This design comes from an exercise in tuning for small area on the open sky130 flow, not from production work.
In this exercise RTL edits were held to simulation tests only and were not proved equivalent to the original.
No activity file was given, so power comes from the tool's default toggle rates.

run 1:
==> flow/design.v <==
package adc_dc_pkg;
  localparam int unsigned DefW       = 16;
  localparam int unsigned DefAvgLog2 = 10;
endpackage
import adc_dc_pkg::*;
module adc_dc_chan
#(
  parameter int unsigned W        = DefW,
  parameter int unsigned AVG_LOG2 = DefAvgLog2
) (
  input  logic                clk,
  input  logic                rst_n,
  input  logic                din_valid,
  input  logic                win_first,
  input  logic                mean_ld,
  input  logic                bypass,
  input  logic signed [W-1:0] din,
  output logic signed [W-1:0] dout,
  output logic signed [W-1:0] mean
);
  localparam int unsigned AccW = W + AVG_LOG2;
  logic [AccW-1:0] acc_q, acc_a, acc_b, acc_d;
  logic [AccW:0]   acc_c;
  logic [W-1:0]    mean_q;
  logic [W-1:0]    s1_q, dout_q;
  logic [W-1:0]    sub_b, sub_s, sub_r;
  logic [W:0]      sub_c;
  logic            ovf;
  always_comb begin
    acc_a = win_first ? '0 : acc_q;
    acc_b = '0;
    acc_b[W-1:0] = din_valid ? {~din[W-1], din[W-2:0]} : '0;
    acc_c[0] = 1'b0;
    for (int i = 0; i < AccW; i++) begin
      acc_d[i]   = acc_a[i] ^ acc_b[i] ^ acc_c[i];
      acc_c[i+1] = (acc_a[i] & acc_b[i]) | (acc_c[i] & (acc_a[i] ^ acc_b[i]));
    end
  end
  always_comb begin
    sub_b    = ~(mean_q | {W{bypass}});
    sub_c[0] = ~bypass;
    for (int i = 0; i < W; i++) begin
      sub_s[i]   = din[i] ^ sub_b[i] ^ sub_c[i];
      sub_c[i+1] = (din[i] & sub_b[i]) | (sub_c[i] & (din[i] ^ sub_b[i]));
    end
    ovf   = (din[W-1] == sub_b[W-1]) && (sub_s[W-1] != din[W-1]);
    sub_r = ovf ? {din[W-1], {(W-1){~din[W-1]}}} : sub_s;
  end
  always_ff @(posedge clk) begin
    acc_q  <= acc_d;
    s1_q   <= sub_r;
    dout_q <= s1_q;
  end
  always_ff @(posedge clk or negedge rst_n) begin
    if (!rst_n) begin
      mean_q <= '0;
    end else if (mean_ld) begin
      mean_q <= {~acc_d[AccW-1], acc_d[AccW-2:AVG_LOG2]};
    end
  end
  assign dout = dout_q;
  assign mean = mean_q;
endmodule
import adc_dc_pkg::*;
module adc_dc_remover
#(
  parameter int unsigned NCH      = 16,
  parameter int unsigned W        = DefW,
  parameter int unsigned AVG_LOG2 = DefAvgLog2
) (
  input  logic              CLK_20M,
  input  logic              RESET_n,
  input  logic              DIN_VALID,
  input  logic [NCH*W-1:0]  DIN,
  input  logic [NCH-1:0]    BYPASS,
  input  logic              MEAN_HOLD,
  output logic              DOUT_VALID,
  output logic [NCH*W-1:0]  DOUT,
  output logic [NCH*W-1:0]  MEAN_OUT,
  output logic              MEAN_UPDATE
);
  logic [AVG_LOG2-1:0] cnt_q;
  logic                win_first, win_last, mean_ld;
  logic                s1_valid_q, dout_valid_q, mean_update_q;
  always_comb begin
    win_first = ~|cnt_q;
    win_last  = &cnt_q;
    mean_ld   = DIN_VALID & win_last & ~MEAN_HOLD;
  end
  always_ff @(posedge CLK_20M or negedge RESET_n) begin
    if (!RESET_n) begin
      cnt_q         <= '0;
      s1_valid_q    <= 1'b0;
      dout_valid_q  <= 1'b0;
      mean_update_q <= 1'b0;
    end else begin
      if (DIN_VALID) cnt_q <= cnt_q + AVG_LOG2'(1);
      s1_valid_q    <= DIN_VALID;
      dout_valid_q  <= s1_valid_q;
      mean_update_q <= mean_ld;
    end
  end
  for (genvar k = 0; k < NCH; k++) begin : g_chan
    adc_dc_chan #(
      .W        (W),
      .AVG_LOG2 (AVG_LOG2)
    ) u_chan (
      .clk       (CLK_20M),
      .rst_n     (RESET_n),
      .din_valid (DIN_VALID),
      .win_first (win_first),
      .mean_ld   (mean_ld),
      .bypass    (BYPASS[k]),
      .din       (DIN[k*W +: W]),
      .dout      (DOUT[k*W +: W]),
      .mean      (MEAN_OUT[k*W +: W])
    );
  end
  assign DOUT_VALID  = dout_valid_q;
  assign MEAN_UPDATE = mean_update_q;
endmodule
==> flow/config.mk <==
export PLATFORM = sky130hd
export DESIGN_NAME = adc_dc_remover
export DESIGN_NICKNAME = adc_dc_remover
export VERILOG_FILES = /design/flow/design.v
export SDC_FILE = /design/flow/constraint.sdc
export NUM_CORES = 4
export LEC_CHECK = 0
export CAP_MARGIN = 20
export CORE_MARGIN = 2
export CORE_UTILIZATION = 65
export SLEW_MARGIN = 20
==> flow/constraint.sdc <==
create_clock -name core_clock -period 10.0 [get_ports {CLK_20M}]
set_input_delay 2.0000 -clock core_clock [delete_from_list [all_inputs] [get_ports {CLK_20M}]]
set_output_delay 2.0000 -clock core_clock [all_outputs]
set_load 0.01 [all_outputs]
standard.sh (not shown) runs the stock make flow with config.mk's settings and CLKGATE_MAP_FILE= SYNTH_SCRIPT=/design/flow/synth_recipe.tcl, a recipe that flattens the netlist after the stock synthesis.
==> flow/flow/run.sh <==
#!/bin/bash
# Standard ORFS layout with these changes: the port buffers are the smallest buffer (buf_1);
# after floorplanning every cell is swapped to the smallest cell of its family (downsize.tcl),
# and the later repair steps upsize only what timing needs; the clock tree uses clkbuf_8 with
# sink clusters of 20 and no dummy loads. All tool output is in run_standard.log and orfs/logs.
set -euo pipefail
HERE=$(pwd)
CTS="-sink_clustering_enable -repair_clock_nets -dont_use_dummy_load -buf_list sky130_fd_sc_hd__clkbuf_8 -sink_clustering_size 20 -sink_clustering_max_diameter 60"
bash standard.sh \
  "BUFFER_PORTS_ARGS=-buffer_cell sky130_fd_sc_hd__buf_1" \
  "CTS_ARGS=$CTS" \
  "POST_FLOORPLAN_TCL=$HERE/flow/downsize.tcl" \
  finish > run_standard.log 2>&1
==> flow/flow/downsize.tcl <==
# Swap every standard cell for the smallest-area cell of the same function family
# (same name up to the drive-strength suffix); later repair steps upsize what timing needs.
set db [ord::get_db]
set small [dict create]
foreach lib [$db getLibs] {
  foreach m [$lib getMasters] {
    set n [$m getName]
    if {![regexp {^(sky130_fd_sc_hd__[a-z0-9]+)_([0-9]+)$} $n -> base drv]} continue
    if {[regexp {clkbuf|clkinv|clkdly|dlygate|dlymetal|probe|lpflow|tap|fill|decap|conb} $base]} continue
    set a [expr {[$m getWidth] * [$m getHeight]}]
    if {![dict exists $small $base] || $a < [lindex [dict get $small $base] 1]} {
      dict set small $base [list $n $a]
    }
  }
}
set cnt 0
foreach inst [[ord::get_db_block] getInsts] {
  set n [[$inst getMaster] getName]
  if {![regexp {^(sky130_fd_sc_hd__[a-z0-9]+)_([0-9]+)$} $n -> base drv]} continue
  if {![dict exists $small $base]} continue
  lassign [dict get $small $base] to a
  set cur [expr {[[$inst getMaster] getWidth] * [[$inst getMaster] getHeight]}]
  if {$a < $cur} {
    replace_cell [$inst getName] $to
    incr cnt
  }
}
puts "downsize: replaced $cnt instances"
The following lists how run 2 was set up differently from run 1:
Settings: putting CTS_CLUSTER_DIAMETER at 40 where nothing was set; putting CTS_CLUSTER_SIZE at 12 where nothing was set; swapping 65 for 75 in CORE_UTILIZATION; putting CTS_BUF_LIST at sky130_fd_sc_hd__clkbuf_8 where nothing was set.
==> flow/run.sh (new file) <==
#!/bin/bash
# synth_recipe.tcl (not shown) runs the flow's synth.tcl, then flattens the netlist and writes it again
# the make line also repeats each setting of config.mk as NAME=value (left out here)
make -C /OpenROAD-flow-scripts/flow DESIGN_CONFIG=/design/flow/config.mk WORK_HOME=/design/flow/orfs CLKGATE_MAP_FILE= SYNTH_SCRIPT=/design/flow/synth_recipe.tcl finish
removed: flow/flow/run.sh
removed: flow/flow/downsize.tcl
removed: flow/standard.sh
Findings:
From the logs: run 2 reached the end of the flow and failed the layout checks with setup timing.
Changes observed in run 2 relative to run 1: final clock period utilization by the worst path rose 7.5 points, utilization picked up an extra 23 points, global-route usage over all layers has increased, number of cell rows down 7, first-pass GRT wire length up 73 mm.
On number of cells upsized or downsized after cts, the lower figure sits with run 1, not run 2.
In run 2, the routability-driven placement congestion ratio came out 0.041 above the value in run 1.
Clock tree buffer count of the final layout is higher on run 2
Compared with run 1, run 2 shows a final HPWL from detailed placement that is 11 mm higher.
Modified inputs, run 3 compared to run 2
Settings: CTS_BUF_LIST no longer set, was sky130_fd_sc_hd__clkbuf_8; CTS_CLUSTER_SIZE no longer set, was 12; CTS_CLUSTER_DIAMETER no longer set, was 40.
==> flow/flow/run.sh (new file) <==
#!/bin/bash
# Standard ORFS layout with these changes: the port buffers are the smallest buffer (buf_1);
# after floorplanning every cell is swapped to the smallest cell of its family (downsize.tcl),
# and the later repair steps upsize only what timing needs; the clock tree uses clkbuf_8 with
# sink clusters of 18 and no dummy loads. All tool output is in run_standard.log and orfs/logs.
set -euo pipefail
HERE=$(pwd)
CTS="-sink_clustering_enable -repair_clock_nets -dont_use_dummy_load -buf_list sky130_fd_sc_hd__clkbuf_8 -sink_clustering_size 18 -sink_clustering_max_diameter 60"
bash standard.sh \
  "BUFFER_PORTS_ARGS=-buffer_cell sky130_fd_sc_hd__buf_1" \
  "CTS_ARGS=$CTS" \
  "POST_FLOORPLAN_TCL=$HERE/flow/downsize.tcl" \
  finish > run_standard.log 2>&1
==> flow/flow/downsize.tcl (new file) <==
# Swap every standard cell for the smallest-area cell of the same function family
# (same name up to the drive-strength suffix); later repair steps upsize what timing needs.
set db [ord::get_db]
set small [dict create]
foreach lib [$db getLibs] {
  foreach m [$lib getMasters] {
    set n [$m getName]
    if {![regexp {^(sky130_fd_sc_hd__[a-z0-9]+)_([0-9]+)$} $n -> base drv]} continue
    if {[regexp {clkbuf|clkinv|clkdly|dlygate|dlymetal|probe|lpflow|tap|fill|decap|conb} $base]} continue
    set a [expr {[$m getWidth] * [$m getHeight]}]
    if {![dict exists $small $base] || $a < [lindex [dict get $small $base] 1]} {
      dict set small $base [list $n $a]
    }
  }
}
set cnt 0
foreach inst [[ord::get_db_block] getInsts] {
  set n [[$inst getMaster] getName]
  if {![regexp {^(sky130_fd_sc_hd__[a-z0-9]+)_([0-9]+)$} $n -> base drv]} continue
  if {![dict exists $small $base]} continue
  lassign [dict get $small $base] to a
  set cur [expr {[[$inst getMaster] getWidth] * [[$inst getMaster] getHeight]}]
  if {$a < $cur} {
    replace_cell [$inst getName] $to
    incr cnt
  }
}
puts "downsize: replaced $cnt instances"
==> flow/standard.sh (new file) <==
#!/bin/bash
# synth_recipe.tcl (not shown) runs the flow's synth.tcl, then flattens the netlist and writes it again
# the make line also repeats each setting of config.mk as NAME=value (left out here)
make -C /OpenROAD-flow-scripts/flow DESIGN_CONFIG=/design/flow/config.mk WORK_HOME=/design/flow/orfs CLKGATE_MAP_FILE= SYNTH_SCRIPT=/design/flow/synth_recipe.tcl "${@:-finish}"
removed: flow/run.sh
### Flow results
Run 3: all stages complete, timing, DRC and antenna checks passed. Initial antenna violation count was lower in run 3 than in run 2. Compared to run 2, run 3 has clock transition at the registers of the reported paths 0.02 ns higher. Against run 2, run 3 reports a clock share of power that is lower. Total wire length was higher in run 2 than in run 3. The total power per unit cell area in run 2 is 1.13 times that in run 3. Diff run 3..run 2 | simple-gate share of the synthesized area | unchanged. Count of clock buffers in the final design, run 3 and run 2, lower one = run 3. Row count: run 2 vs run 3 identical.
Setup changes, run 3 to run 4
-- flow/flow/run.sh --
<<< run 3, line 4
# and the later repair steps upsize only what timing needs; the clock tree uses clkbuf_8 with
# sink clusters of 18 and no dummy loads. All tool output is in run_standard.log and orfs/logs.
set -euo pipefail
>>> run 4, line 4
# and the later repair steps upsize only what timing needs; the clock tree uses clkbuf_8 with
# sink clusters of 18 and no dummy loads; after global routing, cells off the critical
# paths are sized down again (RECOVER_POWER). All tool output is in run_standard.log and orfs/logs.
set -euo pipefail
<<< run 3, line 12
  "POST_FLOORPLAN_TCL=$HERE/flow/downsize.tcl" \
  finish > run_standard.log 2>&1
>>> run 4, line 13
  "POST_FLOORPLAN_TCL=$HERE/flow/downsize.tcl" \
  RECOVER_POWER=100 \
  finish > run_standard.log 2>&1
--- outcome ---
- Run 3 and run 4 ended up with nearly the same post-route cell area.
- | area added between synthesis and finish | run 4 vs run 3 | ≈ equal |
- Run 4 -> run 3: share of power burned in combinational logic flat
- Run 3 → run 4: number of vias after detailed routing level, post-route worst hold slack level.
- Out of run 3 and run 4, the only run to close with the timing, DRC and antenna checks passing was run 3.
- The flow completed for run 4, but it is not clean: the layout still shows capacitance limit, slew limit.
- Reported for run 3 and run 4, met3 layer usage reported by global route turned out identical to the last digit.

[static timing again, ports no longer ideal]
Ports are ideal in the flow. The routed layouts listed here were re-timed in OpenROAD.
Step 1: set_driving_cell puts a clkbuf_16 on CLK_20M and a buf_2 on each other input, an assumption about the parent block.
Step 2, shift: input delay + t, output delay - t, t = (earliest + latest rising clock arrival at the registers) / 2. This alone moves slack from input paths to output paths.
Slacks: no drivers / after step 1 / after step 2; pairs: no drivers / after step 1.
run | shift t [ns] | setup slack, ns | worst setup path at the end | worst register clock-pin slew, ns | worst data-port slew with drivers (ns)
run 1 | 0.753 | 0.285 / 0.316 / -0.437 | input to register | 0.12 / 0.12 | 0.15
run 2 | 0.941 | -0.460 / -0.490 / -1.430 | input to register | 0.10 / 0.10 | 0.31
run 3 | 0.741 | 0.256 / 0.277 / -0.464 | input to register | 0.11 / 0.11 | 0.16
run 4 | 0.743 | 0.264 / 0.286 / -0.457 | input to register | 0.11 / 0.11 | 0.16
The setup slack of run 2, which loses most, moves by -0.030 ns with the drivers and by -0.970 ns with both steps.
